This design comes from an exercise in tuning for small area on the open sky130 flow, not from production work. The RTL was checked by simulation tests, not by an equivalence proof against the original design. No activity file was given, so power comes from the tool's default toggle rates.

File: flow/run.sh
#!/bin/bash
# Standard layout with these changes in how it is made:
#  - synthesis: abc restructures the logic (deepsyn) and maps it for area; adders are
#    left to abc instead of the ha/fa adder map (flip-flops untouched)
#  - port buffers use the smallest buffer cell
#  - the clock tree uses clkbuf_8 without dummy loads
set -e
HERE=$(pwd)
cp -r "$FLOW_HOME/scripts" "$HERE/scripts"
cp "$HERE/flow/abc_area.script" "$HERE/scripts/abc_area.script"
export SCRIPTS_DIR="$HERE/scripts"
export BUFFER_PORTS_ARGS="-buffer_cell sky130_fd_sc_hd__buf_1"
export CTS_ARGS="-sink_clustering_enable -repair_clock_nets -dont_use_dummy_load -buf_list sky130_fd_sc_hd__clkbuf_8"
bash standard.sh ADDER_MAP_FILE= finish > standard.log 2>&1
File: flow/abc_area.script
strash
&get -n
&deepsyn -T 20
&put
dch -f
map -a
strash
dch -f
map -a
topo
File: standard.sh
#!/bin/bash
# synth_recipe.tcl (not shown) runs the flow's synth.tcl, then flattens the netlist and writes it again
# the make line also repeats each setting of config.mk as NAME=value (left out here)
make -C /OpenROAD-flow-scripts/flow DESIGN_CONFIG=/design/flow/config.mk WORK_HOME=/design/flow/orfs CLKGATE_MAP_FILE= SYNTH_SCRIPT=/design/flow/synth_recipe.tcl "${@:-finish}"
File: config.mk
export PLATFORM = sky130hd
export DESIGN_NAME = serial_debug
export DESIGN_NICKNAME = serial_debug
export VERILOG_FILES = /design/flow/design.v
export SDC_FILE = /design/flow/constraint.sdc
export NUM_CORES = 4
export LEC_CHECK = 0
export ABC_AREA = 1
export CAP_MARGIN = 20
export CORE_MARGIN = 2
export CORE_UTILIZATION = 60
export GPL_TIMING_DRIVEN = 0
export SLEW_MARGIN = 20
File: constraint.sdc
create_clock -name core_clock -period 30.0 [get_ports {i_clk}]
set_input_delay 6.0000 -clock core_clock [delete_from_list [all_inputs] [get_ports {i_clk}]]
set_output_delay 6.0000 -clock core_clock [all_outputs]
set_load 0.01 [all_outputs]
File: design.v
`timescale 1ns/10ps
`default_nettype none
module serial_debug (
    input  wire        i_clk,
    input  wire        i_rst_n,
    input  wire        i_enable,            
    input  wire        i_frame_tick,
    input  wire        i_pixel_valid,
    input  wire [11:0] i_cpu_pc,
    input  wire [15:0] i_cpu_instr_count,
    input  wire        i_cpu_running,
    input  wire        i_pixel_strobe,
    input  wire [31:0] i_pixel_count,
    input  wire [9:0]  i_pixel_x,
    input  wire [9:0]  i_pixel_y,
    input  wire [2:0]  i_pixel_brightness,
    output logic       o_uart_tx
);
    localparam logic [3:0] PH_IDLE  = 4'd0;
    localparam logic [3:0] PH_PRE   = 4'd1;    
    localparam logic [3:0] PH_START = 4'd2;
    localparam logic [3:0] PH_STOP  = 4'd3;
    logic        r_tick_d, r_strobe_d;
    logic        r_freq, r_preq;
    logic [15:0] r_fcnt;             
    logic [15:0] r_pv_cnt;           
    logic [15:0] r_pv_lat;           
    logic [31:0] r_cnt;
    logic [9:0]  r_x, r_y;
    logic [2:0]  r_bri;
    logic        r_lact;             
    logic        r_src;              
    logic [4:0]  r_idx;              
    logic [3:0]  r_ph;
    logic [8:0]  r_cc;               
    wire tick_rise   = i_frame_tick & ~r_tick_d;
    wire strobe_rise = i_pixel_strobe & ~r_strobe_d;
    wire grant  = ~r_lact & (r_preq | r_freq);
    wire pgrant = ~r_lact & r_preq;
    wire fgrant = ~r_lact & r_freq & ~r_preq;
    function automatic logic [15:0] bcd_add1(input logic [15:0] v, input logic c);
        logic [15:0] n;
        for (int i = 0; i < 4; i++) begin
            logic [3:0] d;
            logic       w;
            d = v[4*i +: 4];
            w = c & d[3] & d[0];
            n[4*i]     = d[0] ^ c;
            n[4*i + 1] = (d[1] ^ (c & d[0])) & ~w;
            n[4*i + 2] = d[2] ^ (c & d[0] & d[1]);
            n[4*i + 3] = (d[3] ^ (c & d[0] & d[1] & d[2])) & ~w;
            c = w;
        end
        bcd_add1 = n;
    endfunction
    always_ff @(posedge i_clk) begin
        if (!i_rst_n) begin
            r_tick_d   <= 1'b0;
            r_strobe_d <= 1'b0;
            r_fcnt     <= 16'hFFFF;
            r_pv_cnt   <= 16'd0;
            r_freq     <= 1'b0;
            r_preq     <= 1'b0;
        end else begin
            r_tick_d   <= i_frame_tick;
            r_strobe_d <= i_pixel_strobe;
            r_fcnt <= r_fcnt + {15'd0, tick_rise};
            if (tick_rise)
                r_pv_cnt <= {15'd0, i_pixel_valid};
            else
                r_pv_cnt <= bcd_add1(r_pv_cnt, i_pixel_valid);
            if (!i_enable)        r_freq <= 1'b0;
            else if (tick_rise)   r_freq <= 1'b1;
            else if (fgrant)      r_freq <= 1'b0;
            if (!i_enable)        r_preq <= 1'b0;
            else if (strobe_rise) r_preq <= 1'b1;
            else if (pgrant)      r_preq <= 1'b0;
        end
    end
    always_ff @(posedge i_clk) begin
        if (tick_rise)
            r_pv_lat <= r_pv_cnt;
        if (strobe_rise) begin
            r_cnt <= i_pixel_count;
            r_x   <= i_pixel_x;
            r_y   <= i_pixel_y;
            r_bri <= i_pixel_brightness;
        end
    end
    wire       bit_done = r_cc[8] & r_cc[7] & r_cc[5] & r_cc[4] & r_cc[3] & r_cc[0];   
    wire       at_last  = r_idx[4] & r_idx[3] & r_idx[2] & r_idx[1];   
    always_ff @(posedge i_clk) begin
        if (!i_rst_n) begin
            r_lact  <= 1'b0;
            r_ph    <= PH_IDLE;
        end else begin
            if (grant)
                r_lact <= 1'b1;
            case (r_ph)
                PH_IDLE:  if (r_lact) r_ph <= PH_PRE;
                PH_PRE:   r_ph <= PH_START;
                PH_START: begin
                    if (r_cc == 9'd0 && at_last)
                        r_lact <= 1'b0;
                    if (bit_done) r_ph <= 4'd8;
                end
                PH_STOP:  if (bit_done) r_ph <= PH_IDLE;
                default:  if (bit_done) r_ph <= (r_ph == 4'd15) ? PH_STOP : r_ph + 4'd1;
            endcase
        end
    end
    wire nsrc = grant ? r_preq : r_src;    
    always_ff @(posedge i_clk) begin
        if (r_ph == PH_IDLE || r_ph == PH_PRE || bit_done)
            r_cc <= 9'd0;
        else
            r_cc <= r_cc + 9'd1;
        if (grant)
            r_src <= r_preq;
        if ((grant && r_ph == PH_IDLE) || (r_ph == PH_STOP && bit_done && at_last))
            r_idx <= {2'b00, nsrc, nsrc, 1'b0};
        else if (r_ph == PH_STOP && bit_done)
            r_idx <= r_idx + 5'd1;
    end
    logic [59:0] ring;
    logic [2:0]  s4;
    wire       c0    = (r_ph == PH_START) & r_src & (r_idx == 5'd6);
    wire [4:0] k     = r_cc[4:0];
    wire       pconv = c0 & (r_cc[8:5] == 4'd0);                           
    wire       rot_a = c0 & (r_cc[8:4] == 5'b00010) & ~(r_cc[3] & r_cc[2]);  
    wire       xconv = c0 & (r_cc[8:4] == 5'b00100) & (r_cc[3:0] < 4'd10);  
    wire       rot_b = c0 & (r_cc[8:4] == 5'b00101) & ~(r_cc[3] & r_cc[2]);  
    wire       yconv = c0 & (r_cc[8:4] == 5'b00110) & (r_cc[3:0] < 4'd10);  
    wire       xyconv = xconv | yconv;
    logic is_dig;
    always_comb begin
        if (r_src)
            is_dig = (r_idx >= 5'd8 && r_idx <= 5'd12) || (r_idx >= 5'd16 && r_idx <= 5'd18) ||
                     (r_idx >= 5'd22 && r_idx <= 5'd24);
        else
            is_dig = (r_idx >= 5'd2 && r_idx <= 5'd5) || (r_idx >= 5'd10 && r_idx <= 5'd12) ||
                     (r_idx >= 5'd16 && r_idx <= 5'd19) || (r_idx >= 5'd23 && r_idx <= 5'd26);
    end
    wire rot_out = (r_ph == PH_STOP) & (r_cc[8:2] == 7'd0) & is_dig;
    wire grot    = rot_a | rot_b | rot_out;
    logic [4:0] g;
    always_comb begin
        g[0] = pconv | (xyconv & (k[3:0] >= 4'd2));
        g[1] = (pconv & (k >= 5'd4)) | (xyconv & (k[3:0] >= 4'd6));
        g[2] = (pconv & (k >= 5'd8)) | (xyconv & (k[3:0] >= 4'd9));
        g[3] = pconv & (k >= 5'd12);
        g[4] = pconv & (k >= 5'd16);
    end
    logic [19:0] a;
    always_comb begin
        for (int j = 0; j < 5; j++) begin
            logic [3:0] d;
            logic       d3, t;
            d = ring[4*j +: 4];
            d3 = (j == 2) ? (d[3] & pconv) : d[3];
            t = g[j] & (d3 | (d[2] & (d[1] | d[0])));
            a[4*j]     = d[0] ^ t;
            a[4*j + 1] = d[1] ^ (t & ~d[0]);
            a[4*j + 2] = t ? (d3 & d[0]) : d[2];
            a[4*j + 3] = d[3] | t;
        end
    end
    wire [59:0] sh = {ring[58:20], a, (grot ? ring[59] : pconv ? ring[35] : ring[11])};
    always_ff @(posedge i_clk) begin
        if (pgrant) begin
            ring <= {r_x, 2'b00, r_y, 2'b00, r_cnt, 4'b0000};
            s4   <= r_bri;
        end else if (fgrant) begin
            ring <= {r_pv_lat, r_fcnt, i_cpu_pc, i_cpu_instr_count};
            s4   <= {2'b00, i_cpu_running};
        end else begin
            if (grot)
                ring[59:36] <= sh[59:36];
            if (grot | pconv)
                ring[35:12] <= sh[35:12];
            if (grot | pconv | xyconv)
                ring[11:0]  <= sh[11:0];
        end
    end
    wire [2:0] b = r_ph[2:0];
    logic cb, dg, sp;
    always_comb begin
        cb = 1'b0; dg = 1'b0; sp = 1'b0;
        case ({r_src, r_idx, b})
            {1'b0, 5'd0, 3'd1}, {1'b0, 5'd0, 3'd2}, {1'b0, 5'd0, 3'd6}: cb = 1'b1;   
            {1'b0, 5'd1, 3'd1}, {1'b0, 5'd1, 3'd3}, {1'b0, 5'd1, 3'd4}, {1'b0, 5'd1, 3'd5}: cb = 1'b1;   
            {1'b0, 5'd2, 3'd0}, {1'b0, 5'd2, 3'd1}, {1'b0, 5'd2, 3'd2}, {1'b0, 5'd2, 3'd3},
            {1'b0, 5'd2, 3'd4}, {1'b0, 5'd2, 3'd5}, {1'b0, 5'd2, 3'd6}, {1'b0, 5'd2, 3'd7}: dg = 1'b1;
            {1'b0, 5'd3, 3'd0}, {1'b0, 5'd3, 3'd1}, {1'b0, 5'd3, 3'd2}, {1'b0, 5'd3, 3'd3},
            {1'b0, 5'd3, 3'd4}, {1'b0, 5'd3, 3'd5}, {1'b0, 5'd3, 3'd6}, {1'b0, 5'd3, 3'd7}: dg = 1'b1;
            {1'b0, 5'd4, 3'd0}, {1'b0, 5'd4, 3'd1}, {1'b0, 5'd4, 3'd2}, {1'b0, 5'd4, 3'd3},
            {1'b0, 5'd4, 3'd4}, {1'b0, 5'd4, 3'd5}, {1'b0, 5'd4, 3'd6}, {1'b0, 5'd4, 3'd7}: dg = 1'b1;
            {1'b0, 5'd5, 3'd0}, {1'b0, 5'd5, 3'd1}, {1'b0, 5'd5, 3'd2}, {1'b0, 5'd5, 3'd3},
            {1'b0, 5'd5, 3'd4}, {1'b0, 5'd5, 3'd5}, {1'b0, 5'd5, 3'd6}, {1'b0, 5'd5, 3'd7}: dg = 1'b1;
            {1'b0, 5'd6, 3'd5}: cb = 1'b1;   
            {1'b0, 5'd7, 3'd4}, {1'b0, 5'd7, 3'd6}: cb = 1'b1;   
            {1'b0, 5'd8, 3'd0}, {1'b0, 5'd8, 3'd1}, {1'b0, 5'd8, 3'd6}: cb = 1'b1;   
            {1'b0, 5'd9, 3'd1}, {1'b0, 5'd9, 3'd3}, {1'b0, 5'd9, 3'd4}, {1'b0, 5'd9, 3'd5}: cb = 1'b1;   
            {1'b0, 5'd10, 3'd0}, {1'b0, 5'd10, 3'd1}, {1'b0, 5'd10, 3'd2}, {1'b0, 5'd10, 3'd3},
            {1'b0, 5'd10, 3'd4}, {1'b0, 5'd10, 3'd5}, {1'b0, 5'd10, 3'd6}, {1'b0, 5'd10, 3'd7}: dg = 1'b1;
            {1'b0, 5'd11, 3'd0}, {1'b0, 5'd11, 3'd1}, {1'b0, 5'd11, 3'd2}, {1'b0, 5'd11, 3'd3},
            {1'b0, 5'd11, 3'd4}, {1'b0, 5'd11, 3'd5}, {1'b0, 5'd11, 3'd6}, {1'b0, 5'd11, 3'd7}: dg = 1'b1;
            {1'b0, 5'd12, 3'd0}, {1'b0, 5'd12, 3'd1}, {1'b0, 5'd12, 3'd2}, {1'b0, 5'd12, 3'd3},
            {1'b0, 5'd12, 3'd4}, {1'b0, 5'd12, 3'd5}, {1'b0, 5'd12, 3'd6}, {1'b0, 5'd12, 3'd7}: dg = 1'b1;
            {1'b0, 5'd13, 3'd5}: cb = 1'b1;   
            {1'b0, 5'd14, 3'd0}, {1'b0, 5'd14, 3'd3}, {1'b0, 5'd14, 3'd6}: cb = 1'b1;   
            {1'b0, 5'd15, 3'd1}, {1'b0, 5'd15, 3'd3}, {1'b0, 5'd15, 3'd4}, {1'b0, 5'd15, 3'd5}: cb = 1'b1;   
            {1'b0, 5'd16, 3'd0}, {1'b0, 5'd16, 3'd1}, {1'b0, 5'd16, 3'd2}, {1'b0, 5'd16, 3'd3},
            {1'b0, 5'd16, 3'd4}, {1'b0, 5'd16, 3'd5}, {1'b0, 5'd16, 3'd6}, {1'b0, 5'd16, 3'd7}: dg = 1'b1;
            {1'b0, 5'd17, 3'd0}, {1'b0, 5'd17, 3'd1}, {1'b0, 5'd17, 3'd2}, {1'b0, 5'd17, 3'd3},
            {1'b0, 5'd17, 3'd4}, {1'b0, 5'd17, 3'd5}, {1'b0, 5'd17, 3'd6}, {1'b0, 5'd17, 3'd7}: dg = 1'b1;
            {1'b0, 5'd18, 3'd0}, {1'b0, 5'd18, 3'd1}, {1'b0, 5'd18, 3'd2}, {1'b0, 5'd18, 3'd3},
            {1'b0, 5'd18, 3'd4}, {1'b0, 5'd18, 3'd5}, {1'b0, 5'd18, 3'd6}, {1'b0, 5'd18, 3'd7}: dg = 1'b1;
            {1'b0, 5'd19, 3'd0}, {1'b0, 5'd19, 3'd1}, {1'b0, 5'd19, 3'd2}, {1'b0, 5'd19, 3'd3},
            {1'b0, 5'd19, 3'd4}, {1'b0, 5'd19, 3'd5}, {1'b0, 5'd19, 3'd6}, {1'b0, 5'd19, 3'd7}: dg = 1'b1;
            {1'b0, 5'd20, 3'd5}: cb = 1'b1;   
            {1'b0, 5'd21, 3'd1}, {1'b0, 5'd21, 3'd2}, {1'b0, 5'd21, 3'd4}, {1'b0, 5'd21, 3'd6}: cb = 1'b1;   
            {1'b0, 5'd22, 3'd1}, {1'b0, 5'd22, 3'd3}, {1'b0, 5'd22, 3'd4}, {1'b0, 5'd22, 3'd5}: cb = 1'b1;   
            {1'b0, 5'd23, 3'd0}, {1'b0, 5'd23, 3'd1}, {1'b0, 5'd23, 3'd2}, {1'b0, 5'd23, 3'd3},
            {1'b0, 5'd23, 3'd4}, {1'b0, 5'd23, 3'd5}, {1'b0, 5'd23, 3'd6}, {1'b0, 5'd23, 3'd7}: dg = 1'b1;
            {1'b0, 5'd24, 3'd0}, {1'b0, 5'd24, 3'd1}, {1'b0, 5'd24, 3'd2}, {1'b0, 5'd24, 3'd3},
            {1'b0, 5'd24, 3'd4}, {1'b0, 5'd24, 3'd5}, {1'b0, 5'd24, 3'd6}, {1'b0, 5'd24, 3'd7}: dg = 1'b1;
            {1'b0, 5'd25, 3'd0}, {1'b0, 5'd25, 3'd1}, {1'b0, 5'd25, 3'd2}, {1'b0, 5'd25, 3'd3},
            {1'b0, 5'd25, 3'd4}, {1'b0, 5'd25, 3'd5}, {1'b0, 5'd25, 3'd6}, {1'b0, 5'd25, 3'd7}: dg = 1'b1;
            {1'b0, 5'd26, 3'd0}, {1'b0, 5'd26, 3'd1}, {1'b0, 5'd26, 3'd2}, {1'b0, 5'd26, 3'd3},
            {1'b0, 5'd26, 3'd4}, {1'b0, 5'd26, 3'd5}, {1'b0, 5'd26, 3'd6}, {1'b0, 5'd26, 3'd7}: dg = 1'b1;
            {1'b0, 5'd27, 3'd5}: cb = 1'b1;   
            {1'b0, 5'd28, 3'd0}, {1'b0, 5'd28, 3'd1}, {1'b0, 5'd28, 3'd2}, {1'b0, 5'd28, 3'd3},
            {1'b0, 5'd28, 3'd4}, {1'b0, 5'd28, 3'd5}, {1'b0, 5'd28, 3'd6}, {1'b0, 5'd28, 3'd7}: sp = 1'b1;
            {1'b0, 5'd29, 3'd0}, {1'b0, 5'd29, 3'd2}, {1'b0, 5'd29, 3'd3}: cb = 1'b1;   
            {1'b0, 5'd30, 3'd1}, {1'b0, 5'd30, 3'd3}: cb = 1'b1;   
            {1'b1, 5'd6, 3'd4}, {1'b1, 5'd6, 3'd6}: cb = 1'b1;   
            {1'b1, 5'd7, 3'd1}, {1'b1, 5'd7, 3'd3}, {1'b1, 5'd7, 3'd4}, {1'b1, 5'd7, 3'd5}: cb = 1'b1;   
            {1'b1, 5'd8, 3'd0}, {1'b1, 5'd8, 3'd1}, {1'b1, 5'd8, 3'd2}, {1'b1, 5'd8, 3'd3},
            {1'b1, 5'd8, 3'd4}, {1'b1, 5'd8, 3'd5}, {1'b1, 5'd8, 3'd6}, {1'b1, 5'd8, 3'd7}: dg = 1'b1;
            {1'b1, 5'd9, 3'd0}, {1'b1, 5'd9, 3'd1}, {1'b1, 5'd9, 3'd2}, {1'b1, 5'd9, 3'd3},
            {1'b1, 5'd9, 3'd4}, {1'b1, 5'd9, 3'd5}, {1'b1, 5'd9, 3'd6}, {1'b1, 5'd9, 3'd7}: dg = 1'b1;
            {1'b1, 5'd10, 3'd0}, {1'b1, 5'd10, 3'd1}, {1'b1, 5'd10, 3'd2}, {1'b1, 5'd10, 3'd3},
            {1'b1, 5'd10, 3'd4}, {1'b1, 5'd10, 3'd5}, {1'b1, 5'd10, 3'd6}, {1'b1, 5'd10, 3'd7}: dg = 1'b1;
            {1'b1, 5'd11, 3'd0}, {1'b1, 5'd11, 3'd1}, {1'b1, 5'd11, 3'd2}, {1'b1, 5'd11, 3'd3},
            {1'b1, 5'd11, 3'd4}, {1'b1, 5'd11, 3'd5}, {1'b1, 5'd11, 3'd6}, {1'b1, 5'd11, 3'd7}: dg = 1'b1;
            {1'b1, 5'd12, 3'd0}, {1'b1, 5'd12, 3'd1}, {1'b1, 5'd12, 3'd2}, {1'b1, 5'd12, 3'd3},
            {1'b1, 5'd12, 3'd4}, {1'b1, 5'd12, 3'd5}, {1'b1, 5'd12, 3'd6}, {1'b1, 5'd12, 3'd7}: dg = 1'b1;
            {1'b1, 5'd13, 3'd5}: cb = 1'b1;   
            {1'b1, 5'd14, 3'd3}, {1'b1, 5'd14, 3'd4}, {1'b1, 5'd14, 3'd6}: cb = 1'b1;   
            {1'b1, 5'd15, 3'd1}, {1'b1, 5'd15, 3'd3}, {1'b1, 5'd15, 3'd4}, {1'b1, 5'd15, 3'd5}: cb = 1'b1;   
            {1'b1, 5'd16, 3'd0}, {1'b1, 5'd16, 3'd1}, {1'b1, 5'd16, 3'd2}, {1'b1, 5'd16, 3'd3},
            {1'b1, 5'd16, 3'd4}, {1'b1, 5'd16, 3'd5}, {1'b1, 5'd16, 3'd6}, {1'b1, 5'd16, 3'd7}: dg = 1'b1;
            {1'b1, 5'd17, 3'd0}, {1'b1, 5'd17, 3'd1}, {1'b1, 5'd17, 3'd2}, {1'b1, 5'd17, 3'd3},
            {1'b1, 5'd17, 3'd4}, {1'b1, 5'd17, 3'd5}, {1'b1, 5'd17, 3'd6}, {1'b1, 5'd17, 3'd7}: dg = 1'b1;
            {1'b1, 5'd18, 3'd0}, {1'b1, 5'd18, 3'd1}, {1'b1, 5'd18, 3'd2}, {1'b1, 5'd18, 3'd3},
            {1'b1, 5'd18, 3'd4}, {1'b1, 5'd18, 3'd5}, {1'b1, 5'd18, 3'd6}, {1'b1, 5'd18, 3'd7}: dg = 1'b1;
            {1'b1, 5'd19, 3'd5}: cb = 1'b1;   
            {1'b1, 5'd20, 3'd0}, {1'b1, 5'd20, 3'd3}, {1'b1, 5'd20, 3'd4}, {1'b1, 5'd20, 3'd6}: cb = 1'b1;   
            {1'b1, 5'd21, 3'd1}, {1'b1, 5'd21, 3'd3}, {1'b1, 5'd21, 3'd4}, {1'b1, 5'd21, 3'd5}: cb = 1'b1;   
            {1'b1, 5'd22, 3'd0}, {1'b1, 5'd22, 3'd1}, {1'b1, 5'd22, 3'd2}, {1'b1, 5'd22, 3'd3},
            {1'b1, 5'd22, 3'd4}, {1'b1, 5'd22, 3'd5}, {1'b1, 5'd22, 3'd6}, {1'b1, 5'd22, 3'd7}: dg = 1'b1;
            {1'b1, 5'd23, 3'd0}, {1'b1, 5'd23, 3'd1}, {1'b1, 5'd23, 3'd2}, {1'b1, 5'd23, 3'd3},
            {1'b1, 5'd23, 3'd4}, {1'b1, 5'd23, 3'd5}, {1'b1, 5'd23, 3'd6}, {1'b1, 5'd23, 3'd7}: dg = 1'b1;
            {1'b1, 5'd24, 3'd0}, {1'b1, 5'd24, 3'd1}, {1'b1, 5'd24, 3'd2}, {1'b1, 5'd24, 3'd3},
            {1'b1, 5'd24, 3'd4}, {1'b1, 5'd24, 3'd5}, {1'b1, 5'd24, 3'd6}, {1'b1, 5'd24, 3'd7}: dg = 1'b1;
            {1'b1, 5'd25, 3'd5}: cb = 1'b1;   
            {1'b1, 5'd26, 3'd1}, {1'b1, 5'd26, 3'd6}: cb = 1'b1;   
            {1'b1, 5'd27, 3'd1}, {1'b1, 5'd27, 3'd3}, {1'b1, 5'd27, 3'd4}, {1'b1, 5'd27, 3'd5}: cb = 1'b1;   
            {1'b1, 5'd28, 3'd0}, {1'b1, 5'd28, 3'd1}, {1'b1, 5'd28, 3'd2}, {1'b1, 5'd28, 3'd3},
            {1'b1, 5'd28, 3'd4}, {1'b1, 5'd28, 3'd5}, {1'b1, 5'd28, 3'd6}, {1'b1, 5'd28, 3'd7}: sp = 1'b1;
            {1'b1, 5'd29, 3'd0}, {1'b1, 5'd29, 3'd2}, {1'b1, 5'd29, 3'd3}: cb = 1'b1;   
            {1'b1, 5'd30, 3'd1}, {1'b1, 5'd30, 3'd3}: cb = 1'b1;   
            default: ;
        endcase
    end
    wire [3:0] nib  = ring[43:40];
    wire       ge10 = nib[3] & (nib[2] | nib[1]);
    wire [3:0] lo   = ge10 ? nib + 4'd7 : nib;
    logic db;
    always_comb begin
        case (b)
            3'd0: db = lo[0];
            3'd1: db = lo[1];
            3'd2: db = lo[2];
            3'd3: db = lo[3];
            3'd4, 3'd5: db = ~ge10;
            3'd6: db = ge10;
            default: db = 1'b0;
        endcase
    end
    logic sb;
    always_comb begin
        if (r_src) begin
            case (b)
                3'd0: sb = s4[0];
                3'd1: sb = s4[1];
                3'd2: sb = s4[2];
                3'd4, 3'd5: sb = 1'b1;
                default: sb = 1'b0;
            endcase
        end else begin
            sb = s4[0] ? (b == 3'd1 || b == 3'd4 || b == 3'd6) : (b == 3'd1 || b == 3'd2 || b == 3'd3 || b == 3'd5);
        end
    end
    wire dbit = cb | (dg & db) | (sp & sb);
    always_comb begin
        if (r_ph[3])
            o_uart_tx = dbit;
        else
            o_uart_tx = (r_ph != PH_START);
    end
endmodule
`default_nettype wire
==> run summary <==
worst reg2reg max path: cells and delay by family (launching register included):
kind / cells / cell delay [ns]
DFF: 1 / 0.46
buffers and inverters: 4 / 2.13
and+or+nand+nor: 4 / 1.68
path summary, 6_finish.rpt:
check / to / depth (start not counted)
setup reg to reg: ring[58] / 8
hold reg to reg: r_pv_lat[11] / 0
hold / removal: r_pv_lat[11] / 0
setup / recovery: o_uart_tx / 11
state kept, by name, indices dropped and copies added, names as in the netlist, 9 cells and up:
register / count
r_cnt: 32
r_cc: 9
r_fcnt: 16
r_y: 10
r_pv_lat: 16
r_pv_cnt: 16
ring: 60
r_x: 10
through the flow:
step,cell area (sq um),instances,hold WS (ns)
floorplan,7880,791,0.416
global placement,8440,1053,0.421
detailed placement,8590,1058,0.423
CTS,8820,1075,0.444
global route,8850,1076,0.454
finish,8850,1076,0.442
layout make-up:
| type | count | area (sq um) |
|---|---|---|
| Sequential cell | 190 | 5080 |
| Fill cell | 991 | 3870 |
| Multi-Input combinational cell | 506 | 2470 |
| Timing Repair Buffer | 96 | 487 |
| Inverter | 95 | 359 |
| Clock buffer | 17 | 234 |
| Tap cell | 172 | 215 |
routing by layer:
metal / up-vias / wire length, um / track usage / share of wire
met5: - / 0 / 0 / 0
met1: 2966 / 7500 / 0.322 / 0.41
met2: 244 / 9020 / 0.457 / 0.50
met3: 59 / 1030 / 0.0565 / 0.057
met4: 0 / 533 / 0.114 / 0.029
li1: 3041 / - / - / -
layout by cell type, fill, tap and decap left out, drive strengths merged, types with 2 or more instances in the layout:
cell / Yosys / final
clkinv: 95 / 95
o211ai: 4 / 4
o21ai: 67 / 67
a31oi: 10 / 10
nor4: 2 / 2
a32oi: 4 / 4
buf: 0 / 96
nand4: 3 / 3
nor2: 144 / 144
a211oi: 2 / 2
nor3: 27 / 27
a22oi: 27 / 27
nand3: 19 / 19
clkbuf: 0 / 17
o2111ai: 2 / 2
o22ai: 31 / 31
o311ai: 2 / 2
o32ai: 2 / 2
edfxtp: 128 / 128
a21oi: 39 / 39
nand2: 108 / 108
dfxtp: 62 / 62
logic make-up (layout without fill, tap and decap cells):
logic type | Yosys count | count (layout) | share of synthesized area
DFF | 190 | 190 | 0.645
xor gates and xnor gates | 2 | 2 | 0.00222
and+or+nand+nor | 305 | 305 | 0.155
AOI/OAI and AO/OA | 199 | 199 | 0.153
buffers and inverters | 95 | 208 | 0.0452
cell usage after synthesis, types with 10 or more instances:
| master | number | area [sq um] |
|---|---|---|
| a21oi_1 | 39 | 195 |
| clkinv_1 | 95 | 357 |
| o22ai_1 | 31 | 194 |
| a31oi_1 | 10 | 62.6 |
| nor2_1 | 144 | 541 |
| dfxtp_1 | 62 | 1240 |
| edfxtp_1 | 128 | 3840 |
| nand2_1 | 108 | 405 |
| a22oi_1 | 27 | 203 |
| o21ai_0 | 67 | 335 |
| nor3_1 | 27 | 135 |
| nand3_1 | 19 | 95.1 |
power by group through the flow:
stage               Sequential [mW]  Combinational (mW)  Clock (mW)
floorplan                     0.323              0.0639           0
global placement              0.327              0.0884           0
detailed placement            0.328              0.0933           0
CTS                           0.322              0.0936       0.129
global route                  0.325               0.107       0.137
finish                        0.323              0.0948       0.127
==> metrics.yaml <==
run_status:
  outcome: "timing/DRC/antenna clean"
power_and_ir_drop:
  power_switching_share: 0.288
  p_sw_uw: 157
  power_uw: 545
  combPwrFrac: 0.174
  ir_drop_v: 0.0000529
  leakagePower_nw: 3.07
  power.share.clock: 0.233
  power_density_nw_per_um2: 61.5
  p_int_uw: 388
  seq_power_share: 0.593
clocking:
  clockBufferDepth: 2
  cts_root_buf: "clkbuf_8"
  cts_hold_buf: 0
  cts.sinks: 190
  clock_latency_ns: 0.47
  clkTransAtPathRegs_ns: 0.08
  cts_tree: "done"
  cts_buffers: 17
  cts.repair.resized: 0
  h-tree-depth: 4
  cts_setup_buffers: 0
finish:
  fin_util: 0.696
  antenna_cells: 0
  layout-drive-gt1-share: 0.0387
  nNetsFinal: 996
  syn_to_final_growth_pct: 12.3
synth:
  synth-main-ff-cell: "edfxtp_1"
  syn_inst: 791
  synth_nets: 881
  synth_warnings: 1
  synth-edff-count: 128
  synth.avg_cell_area_sq_um: 9.97
  ys_seq_area_frac: 0.645
  synth.distinct_cells: 33
  ys_async_sr_fraction: 0
  ys_ff_latch: 190
  netlist_area_sq_um: 7880
run:
  maxCapViolCount: 0
setup_path:
  critPathMaxStageDelay_ns: 0.44
  slowest_stage: "dfxtp_1"
  arrival_ns: 3.13
  r2r_start: "r_lact"
  worstPathMaxFanout: 7
  critPathLaunchType: "flop"
  cp-end-kind: "output port"
  critPathLaunch: "r_ph[1]"
  crit_type: "flop to output port"
  crit_family: "buffers and inverters"
  critical_path_required_ns: 24.00
  reg2reg_slack_ns: 25.24
  crit_chain: "clkinv_1 -> nor2_1 -> clkinv_1 -> nor2_1 -> clkinv_1 -> o21ai_0 -> a22oi_1 -> a21oi_1 -> nor2_1 -> a32oi_1 -> buf_1"
  crit_buf_inv: 4
timing:
  hold_viol: 0
  finClkSkew_ns: 0.0343
  min_period_ns: 9.13
  post-route-period-util: 0.304
  worst_pin_slew_ns: 1.03
  setup-tns-final_ns: 0
  maxSlewViolCount: 0
  slew-limit-headroom: 0.311
  setup_viol: 0
  setup_ws_ns: 20.87
  max_freq_mhz: 109
  rsz0062_at_grt: "false"
global_routing:
  grt_first_pass_wirelength_um: 29500
  antenna_found_initial: 0
  grt_pass1_vias: 6135
  grt_util_all_layers: 0.265
  grt_max_degree: 35
  grt_overflow: 0
drt:
  via_per_inst: 5.86
  totalWireLength_um: 18100
  drt_iter0_markers: 612
  drcViolationCount: 0
  dr.pass1.iters: 5
  drtAntennaViolNets: 0
  vias: 6310
  avgRoutedWirePerCell_um: 16.8
placed_design:
  port_buffers: 90
  dp_hpwl_um: 12600
  place_congestion: 0.869
  dpl_worst_slack_ns: 20.66
floorplan:
  core_sq_um: 12700
  rows: 41
  die_y_um: 119
  die_w_um: 119
  io_pins: 91
  initial_core_util: 0.620
  die_area_sq_um: 14100
worst_hold_path:
  hold_path_class: "flop to flop"
  hold_start: "r_pv_cnt[11]"

-- what the ideal ports hide --
No port has a modelled driver above. Below, the same layout with a new extraction and two added sets of constraints.
Step 1, drivers: a clkbuf_16 drives i_clk and a buf_2 each remaining input, both assumed.
Step 2 adds t to the input delays and takes it off the output delays; t is the mean of the earliest and latest rising clock arrival at the registers after step 1. Input paths then give back, and output paths get back, about the clock's delay inside the block.
a / b / c = no drivers / after step 1 / after step 2; a / b = the first two.
t, ns: 0.495
slack for setup (ns): 20.867 / 20.830 / 20.662
worst hold slack (ns): 0.442 / 0.442 / 0.442
slew at the worst register clock pin (ns): 0.10 / 0.10
worst slew at a driven data input, ns: 0.05
After both steps this run still meets setup and hold. For this run, drivers alone change the setup slack by -0.037 ns; drivers and shift together by -0.205 ns.
